This design comes from an exercise in tuning for small area, a short achievable clock period and few clock cycles per item on the open sky130 flow, not from production work.
The RTL was checked by simulation tests, not by an equivalence proof against the original design.
Power and IR drop assume default switching activity.

==> flow/design.v <==
package eeg_pkg;
    localparam int OPERAND_W     = 31;
    localparam int COEF_W        = 32;
    localparam int WIDTH_DEFAULT = 32;
    typedef struct packed {
        logic [OPERAND_W-1:0] first_value;
        logic [OPERAND_W-1:0] second_value;
    } t_eeg_req;
    typedef struct packed {
        logic signed [COEF_W-1:0] coef_larger;
        logic signed [COEF_W-1:0] coef_smaller;
        logic [OPERAND_W-1:0]     divisor;
    } t_eeg_rsp;
    typedef struct packed {
        logic load;
        logic div_init;
        logic div_step;
        logic mul;
        logic upd;
        logic out_load;
    } t_eeg_cmd;
    typedef struct packed {
        logic r1_zero;
    } t_eeg_sts;
endpackage
module eeg_ctrl #(
    parameter int WIDTH = eeg_pkg::WIDTH_DEFAULT
) (
    input  logic              i_clk,
    input  logic              i_rst_n,
    input  logic              i_req_valid,
    output logic              o_req_stall,
    output logic              o_rsp_valid,
    input  logic              i_rsp_stall,
    input  eeg_pkg::t_eeg_sts i_sts,
    output eeg_pkg::t_eeg_cmd o_cmd
);
    localparam int STEP_LIMIT = 2 * WIDTH;
    localparam int STEP_W     = $clog2(STEP_LIMIT + 1);
    localparam int BIT_W      = $clog2(eeg_pkg::OPERAND_W);
    typedef enum logic [2:0] {
        S_IDLE,
        S_CHECK,
        S_DIV,
        S_MUL,
        S_UPD
    } t_state;
    t_state            r_state;
    logic [STEP_W-1:0] r_step;
    logic [BIT_W-1:0]  r_bit;
    logic              r_rsp_valid;
    logic              w_done;
    logic              w_rsp_free;
    assign w_done     = i_sts.r1_zero || (r_step == STEP_W'(STEP_LIMIT));
    assign w_rsp_free = !r_rsp_valid || !i_rsp_stall;
    always_comb begin
        o_cmd = '0;
        unique case (r_state)
            S_IDLE:  o_cmd.load = i_req_valid;
            S_CHECK: begin
                o_cmd.out_load = w_done && w_rsp_free;
                o_cmd.div_init = !w_done;
            end
            S_DIV:   o_cmd.div_step = 1'b1;
            S_MUL:   o_cmd.mul = 1'b1;
            S_UPD:   o_cmd.upd = 1'b1;
            default: o_cmd = '0;
        endcase
    end
    always_ff @(posedge i_clk) begin
        if (!i_rst_n) begin
            r_state     <= S_IDLE;
            r_step      <= '0;
            r_bit       <= '0;
            r_rsp_valid <= 1'b0;
        end else begin
            if (o_cmd.out_load) begin
                r_rsp_valid <= 1'b1;
            end else if (!i_rsp_stall) begin
                r_rsp_valid <= 1'b0;
            end
            unique case (r_state)
                S_IDLE: begin
                    if (i_req_valid) begin
                        r_step  <= '0;
                        r_state <= S_CHECK;
                    end
                end
                S_CHECK: begin
                    if (!w_done) begin
                        r_bit   <= '0;
                        r_state <= S_DIV;
                    end else if (w_rsp_free) begin
                        r_state <= S_IDLE;
                    end
                end
                S_DIV: begin
                    r_bit <= r_bit + BIT_W'(1);
                    if (r_bit == BIT_W'(eeg_pkg::OPERAND_W - 1)) begin
                        r_state <= S_MUL;
                    end
                end
                S_MUL: r_state <= S_UPD;
                S_UPD: begin
                    r_step  <= r_step + STEP_W'(1);
                    r_state <= S_CHECK;
                end
                default: r_state <= S_IDLE;
            endcase
        end
    end
    assign o_req_stall = (r_state != S_IDLE);
    assign o_rsp_valid = r_rsp_valid;
endmodule
module eeg_dp (
    input  logic              i_clk,
    input  eeg_pkg::t_eeg_cmd i_cmd,
    input  eeg_pkg::t_eeg_req i_req,
    output eeg_pkg::t_eeg_sts o_sts,
    output eeg_pkg::t_eeg_rsp o_rsp
);
    logic [eeg_pkg::OPERAND_W-1:0] r_r0;
    logic [eeg_pkg::OPERAND_W-1:0] r_r1;
    logic [eeg_pkg::COEF_W-1:0]    r_x0;
    logic [eeg_pkg::COEF_W-1:0]    r_x1;
    logic [eeg_pkg::COEF_W-1:0]    r_y0;
    logic [eeg_pkg::COEF_W-1:0]    r_y1;
    logic [eeg_pkg::OPERAND_W-1:0] r_rem;
    logic [eeg_pkg::OPERAND_W-1:0] r_quo;
    logic [eeg_pkg::COEF_W-1:0]    r_px;
    logic [eeg_pkg::COEF_W-1:0]    r_py;
    eeg_pkg::t_eeg_rsp             r_rsp;
    logic [eeg_pkg::OPERAND_W:0]   w_trial;
    logic                 w_ge;
    logic [eeg_pkg::COEF_W-1:0]    w_quo_ext;
    assign w_trial   = {r_rem, r_quo[eeg_pkg::OPERAND_W-1]} - {1'b0, r_r1};
    assign w_ge      = ~w_trial[eeg_pkg::OPERAND_W];
    assign w_quo_ext = {{(eeg_pkg::COEF_W-eeg_pkg::OPERAND_W){1'b0}}, r_quo};
    always_ff @(posedge i_clk) begin
        if (i_cmd.load) begin
            if (i_req.first_value >= i_req.second_value) begin
                r_r0 <= i_req.first_value;
                r_r1 <= i_req.second_value;
            end else begin
                r_r0 <= i_req.second_value;
                r_r1 <= i_req.first_value;
            end
            r_x0 <= eeg_pkg::COEF_W'(1);
            r_x1 <= '0;
            r_y0 <= '0;
            r_y1 <= eeg_pkg::COEF_W'(1);
        end else if (i_cmd.upd) begin
            r_r0 <= r_r1;
            r_r1 <= r_rem;
            r_x0 <= r_x1;
            r_x1 <= r_x0 - r_px;
            r_y0 <= r_y1;
            r_y1 <= r_y0 - r_py;
        end
    end
    always_ff @(posedge i_clk) begin
        if (i_cmd.div_init) begin
            r_rem <= '0;
            r_quo <= r_r0;
        end else if (i_cmd.div_step) begin
            r_rem <= w_ge ? w_trial[eeg_pkg::OPERAND_W-1:0] : {r_rem[eeg_pkg::OPERAND_W-2:0], r_quo[eeg_pkg::OPERAND_W-1]};
            r_quo <= {r_quo[eeg_pkg::OPERAND_W-2:0], w_ge};
        end
    end
    always_ff @(posedge i_clk) begin
        if (i_cmd.mul) begin
            r_px <= w_quo_ext * r_x1;
            r_py <= w_quo_ext * r_y1;
        end
    end
    always_ff @(posedge i_clk) begin
        if (i_cmd.out_load) begin
            r_rsp.coef_larger  <= r_x0;
            r_rsp.coef_smaller <= r_y0;
            r_rsp.divisor      <= r_r0;
        end
    end
    assign o_sts.r1_zero = (r_r1 == '0);
    assign o_rsp         = r_rsp;
endmodule
module extended_euclid_gcd_unit #(
    parameter int WIDTH = eeg_pkg::WIDTH_DEFAULT
) (
    input  logic              i_clk,
    input  logic              i_rst_n,
    input  logic              i_req_valid,
    output logic              o_req_stall,
    input  logic [61:0]       i_req,
    output logic              o_rsp_valid,
    input  logic              i_rsp_stall,
    output logic [94:0]       o_rsp
);
    eeg_pkg::t_eeg_cmd w_cmd;
    eeg_pkg::t_eeg_sts w_sts;
    eeg_pkg::t_eeg_req w_req;
    eeg_pkg::t_eeg_rsp w_rsp;
    assign w_req = i_req;
    assign o_rsp = w_rsp;
    eeg_ctrl #(
        .WIDTH (WIDTH)
    ) u_ctrl (
        .i_clk       (i_clk),
        .i_rst_n     (i_rst_n),
        .i_req_valid (i_req_valid),
        .o_req_stall (o_req_stall),
        .o_rsp_valid (o_rsp_valid),
        .i_rsp_stall (i_rsp_stall),
        .i_sts       (w_sts),
        .o_cmd       (w_cmd)
    );
    eeg_dp u_dp (
        .i_clk (i_clk),
        .i_cmd (w_cmd),
        .i_req (w_req),
        .o_sts (w_sts),
        .o_rsp (w_rsp)
    );
endmodule
==> flow/run.sh <==
#!/bin/bash
# synth_recipe.tcl (not shown) runs the flow's synth.tcl, then flattens the netlist and writes it again
# the make line also repeats each setting of config.mk as NAME=value (left out here)
make -C /OpenROAD-flow-scripts/flow DESIGN_CONFIG=/design/flow/config.mk WORK_HOME=/design/flow/orfs CLKGATE_MAP_FILE= SYNTH_SCRIPT=/design/flow/synth_recipe.tcl finish
==> flow/config.mk <==
export PLATFORM = sky130hd
export DESIGN_NAME = extended_euclid_gcd_unit
export DESIGN_NICKNAME = extended_euclid_gcd_unit
export VERILOG_FILES = /design/flow/design.v
export SDC_FILE = /design/flow/constraint.sdc
export NUM_CORES = 4
export LEC_CHECK = 0
export CAP_MARGIN = 20
export CORE_MARGIN = 2
export CORE_UTILIZATION = 40
export SLEW_MARGIN = 20
==> flow/constraint.sdc <==
create_clock -name core_clock -period 8.0 [get_ports {i_clk}]
set_input_delay 1.6000 -clock core_clock [delete_from_list [all_inputs] [get_ports {i_clk}]]
set_output_delay 1.6000 -clock core_clock [all_outputs]
set_load 0.01 [all_outputs]
==> flow_summary.yaml <==
run_status:
  run_status: "complete, no violations"
power:
  clock_share_of_power_pct: 20.9
  sw_frac_of_total_pct: 44.0
  max-vdd-ir-drop_mv: 0.195
  combPwrFrac_pct: 52.4
  power.density_cell_area_nw_per_um2: 201
  total_power_w: 0.0118
  internal-power_w: 0.00659
  seq_power_share_pct: 26.7
  net_switching_power_of_the_design_w: 0.00517
  leakage_nw: 26.6
die:
  floorplan.io_pins: 163
  floorplan.die.width_um: 368
  coreArea_um2: 132000
  std_cell_rows: 133
  effective_utilization_at_floorplan_pct: 40.3
  die_area_um2: 136000
  die_h_um: 368
worst_setup_path:
  critical-path-top-cell-by-count: "sky130_fd_sc_hd__fa_1"
  cell_class_contributing_the_biggest_share_of_worst_path_delay: "adder cells"
  timing.critical_path.slowest_cell_delay_ns: 0.95
  crit_path_max_fanout: 17
  timing.critical_path.cells: "buf_4, and2_1, fa_1, fa_1, fa_1, inv_1, fa_1, inv_1, fa_1, ha_1, fa_1, fa_1, ha_1, a21o_1, a21o_1, a21oi_1, o31ai_1, a21oi_1, and3b_1, o41ai_2, o21ai_1, xnor2_1"
  setup.worst_path.class: "reg -> reg"
  crit_required_ns: 8.35
  worstSetupEndpointType: "register"
  critPathSlowestCell: "sky130_fd_sc_hd__edfxtp_1"
  worstSetupStartpointType: "register"
  worst-endpoint-arrival_ns: 8.09
  critPathBufInv: 3
clock_network:
  cts-htree-levels: 2
  cts-buffers-inserted: 51
  ctsResizeCount: 0
  clock_latency_ns: 0.63
  tritoncts: "done"
  cts_buffer_depth: 3
  worst_setup_hold_path_clk_slew_ns: 0.07
  clock_tree.root_cell: "sky130_fd_sc_hd__clkbuf_16"
  cts.hold.buffers_added: 0
  clock-sinks: 427
  number_of_post_cts_setup_repair_buffers: 0
grt:
  grt_first_pass_wirelength_um: 241000
  antenna_found_initial: 5
  grt_start_max_net_pins: 94
  gr-total-overflow: 0
  track_usage_pct: 22.6
  first_global_vias: 42174
final_layout:
  area_grow_syn2layout_pct: 10.3
  layout_commonest_cell: "sky130_fd_sc_hd__inv_1"
  commonest_cells_after_routing_fill_and_taps_aside: "sky130_fd_sc_hd__inv_1 (907), sky130_fd_sc_hd__nand2_1 (896), sky130_fd_sc_hd__fa_1 (821)"
  fraction_of_layout_instances_using_a_drive_strength_above_1_pct: 5.00
  layout.core_utilization_pct: 44.5
  design.final.nets: 7029
  fin_area_um2: 58500
drt:
  routed-via-count: 39802
  overall_routed_net_length_um: 149000
  drt_drc_violations_left: 0
  first_iter_violations: 2571
  drt-vias-per-instance: 5.26
  avgRoutedWirePerCell_um: 19.7
  drt.antenna.violating_nets: 0
  first_pass_iters: 5
timing:
  unrepaired_setup_endpoints_after_global_routing: "no"
  period_minus_slack_ns: 7.74
  setup-tns-final_ns: 0
  fmax_mhz: 129
  setup_viol_count_final: 0
  fin_worst_skew_ns: 0.0227
  finalMaxSlewViolations: 0
  share_of_the_clock_period_used_by_the_worst_path_pct: 96.7
  hold_viol_final: 0
  fin_worst_hold_slack_ns: 0.446
  timing.max_slew.rel_slack_pct: 21.2
  worst_margin_pin_slew_ns: 1.18
synthesis:
  number_of_synthesis_warnings: 2
  dominantRegCellSynth: "sky130_fd_sc_hd__edfxtp_1"
  synth.ff_latch_count: 427
  async_flop_share_pct: 0
  edff_count_synth: 252
  synthesis.area_per_instance_um2: 9.23
  syn_nets: 7006
  post_synth_instance_area_um2: 53100
  syn-instance-count: 5751
  yosysSeqAreaShare_pct: 20.9
  synthDistinctLibCells: 80
job:
  timing.max_cap.violations: 0
placed_design:
  placement.cell_area_um2: 56800
  detailed_place_hpwl_um: 117000
  place.gp.congestion: 0.899
  port_buffers: 162
hold_path:
  min-delay-path-class: "reg -> reg"
[cell families (layout without fill, tap and decap cells)]
group                    Yosys count  count (layout)  share of synthesized area [%]
multiplexers                      56              56                           1.14
adder cells (fa/ha/maj)         1189            1189                           39.6
AND/OR/NAND/NOR                 1959            1959                           17.5
flip-flops                       427             427                           20.9
other                              0               2                              0
XOR/XNOR                         250             250                           4.13
AO/OA/AOI/OAI                    632             632                           7.90
buffers and inverters           1238            1303                           8.78
[metrics by stage]
stage	instances	setup WS, ns
2_1_floorplan	5751	0.905
3_3_place_gp	7475	0.408
3_5_place_dp	7475	0.303
4_1_cts	7570	0.277
5_1_grt	7572	0.0111
6_report	7573	0.264
[cell type report]
| cell class | count | area, um^2 |
|---|---|---|
| multi-input cells | 4086 | 37400 |
| flip-flops and latches | 427 | 11100 |
| clock inverters | 27 | 315 |
| repair buffers | 299 | 2710 |
| fillers | 12617 | 73100 |
| clock buffers | 68 | 1400 |
| diodes | 2 | 5.00 |
| well taps | 1755 | 2200 |
| inverters | 909 | 3410 |
[cell usage after synthesis (15+ instances only)]
cell / number / area, um^2
sky130_fd_sc_hd__a211oi_1: 46 / 345
sky130_fd_sc_hd__a21o_1: 61 / 458
sky130_fd_sc_hd__a21oi_1: 172 / 861
sky130_fd_sc_hd__a221oi_1: 32 / 280
sky130_fd_sc_hd__and2_1: 516 / 3230
sky130_fd_sc_hd__and3_1: 18 / 113
sky130_fd_sc_hd__buf_1: 27 / 101
sky130_fd_sc_hd__clkbuf_1: 298 / 1120
sky130_fd_sc_hd__dfxtp_1: 175 / 3500
sky130_fd_sc_hd__edfxtp_1: 252 / 7570
sky130_fd_sc_hd__fa_1: 821 / 16400
sky130_fd_sc_hd__ha_1: 368 / 4600
sky130_fd_sc_hd__inv_1: 909 / 3410
sky130_fd_sc_hd__mux2_2: 31 / 349
sky130_fd_sc_hd__mux2i_1: 24 / 240
sky130_fd_sc_hd__nand2_1: 900 / 3380
sky130_fd_sc_hd__nand2b_1: 19 / 119
sky130_fd_sc_hd__nand3_1: 124 / 621
sky130_fd_sc_hd__nand4_1: 21 / 131
sky130_fd_sc_hd__nor2_1: 161 / 604
sky130_fd_sc_hd__nor2b_1: 20 / 125
sky130_fd_sc_hd__nor3_1: 142 / 711
sky130_fd_sc_hd__o21a_1: 21 / 158
sky130_fd_sc_hd__o21ai_0: 137 / 686
sky130_fd_sc_hd__o21bai_1: 15 / 113
sky130_fd_sc_hd__o311ai_0: 32 / 280
sky130_fd_sc_hd__xnor2_1: 182 / 1590
sky130_fd_sc_hd__xor2_1: 68 / 596
[state kept, by name (all words and copies together) (netlist names)]
signal,count
u_ctrl.r_state,3
u_dp.r_px,32
u_dp.r_r0,31
u_dp.r_py,32
u_ctrl.r_rsp_valid,1
u_dp.r_rsp,95
u_ctrl.r_step,7
u_dp.r_x1,32
u_ctrl.r_bit,5
u_dp.r_y0,32
u_dp.r_y1,32
u_dp.r_rem,31
u_dp.r_x0,32
u_dp.r_r1,31
u_dp.r_quo,31
[worst register-to-register path, stage by stage, from the launching register on]
cell	delay, ns
sky130_fd_sc_hd__edfxtp_1	0.95
sky130_fd_sc_hd__buf_4	0.35
sky130_fd_sc_hd__and2_1	0.17
sky130_fd_sc_hd__fa_1	0.43
sky130_fd_sc_hd__fa_1	0.40
sky130_fd_sc_hd__fa_1	0.49
sky130_fd_sc_hd__inv_1	0.05
sky130_fd_sc_hd__fa_1	0.47
sky130_fd_sc_hd__inv_1	0.05
sky130_fd_sc_hd__fa_1	0.46
sky130_fd_sc_hd__ha_1	0.30
sky130_fd_sc_hd__fa_1	0.51
sky130_fd_sc_hd__fa_1	0.42
sky130_fd_sc_hd__ha_1	0.34
sky130_fd_sc_hd__a21o_1	0.19
sky130_fd_sc_hd__a21o_1	0.17
sky130_fd_sc_hd__a21oi_1	0.22
sky130_fd_sc_hd__o31ai_1	0.14
sky130_fd_sc_hd__a21oi_1	0.40
sky130_fd_sc_hd__and3b_1	0.27
sky130_fd_sc_hd__o41ai_2	0.41
sky130_fd_sc_hd__o21ai_1	0.14
sky130_fd_sc_hd__xnor2_1	0.14
[routing by layer]
metal	routed length [um]	share of wire, %	track usage (%)
met1	62100	42	29.1
met2	74700	50	39.4
met3	6390	4.3	1.92
met4	6080	4.1	8.43
met5	29	0.019	0
[power groups by stage]
stage | Sequential (W) | Combinational [W] | Clock (W)
global placement | 0.00318 | 0.00609 | 0
detailed placement | 0.00318 | 0.00615 | 0
floorplan | 0.00287 | 0.00443 | 0
CTS | 0.00314 | 0.00621 | 0.00252
global route | 0.00316 | 0.00692 | 0.00260
finish | 0.00314 | 0.00616 | 0.00246
[final timing paths]
check | from | endpoint | slack (ns) | cells past startpoint
worst min register to register | u_dp.r_y0[0] | u_dp.r_rsp[31] | 0.45 | 0
worst max-delay path | u_dp.r_quo[11] | u_dp.r_py[31] | 0.26 | 22
worst max register to register | u_dp.r_quo[11] | u_dp.r_py[31] | 0.26 | 22
worst min-delay path | u_dp.r_y0[0] | u_dp.r_rsp[31] | 0.45 | 0
Testbench counts, summed over its fixed seeds: cycles 602,610, items 1,200.

## afterwards: timing with drivers on the ports
In the flow no input, the clock included, has a driving cell. The finished layout below was timed again as built, in two steps.
Step 1 assumes that a clkbuf_16 drives the clock port and a buf_2 every other input.
Step 2 adds t to the input delays and takes it off the output delays; t is the mean of the earliest and latest rising clock arrival at the registers after step 1. Input paths then give back, and output paths get back, about the clock's delay inside the block.
Slacks: no drivers / after step 1 / after step 2; pairs: no drivers / after step 1.
t, ns: 0.686
setup WS [ns]: 0.264 / 0.264 / 0.264
worst setup path at the end: register to register
latest minus earliest clock arrival (ns): 0.024 / 0.023
After both steps setup and hold are still met in this run. The setup slack of this run moves by 0.000 ns with the drivers and by 0.000 ns with both steps.
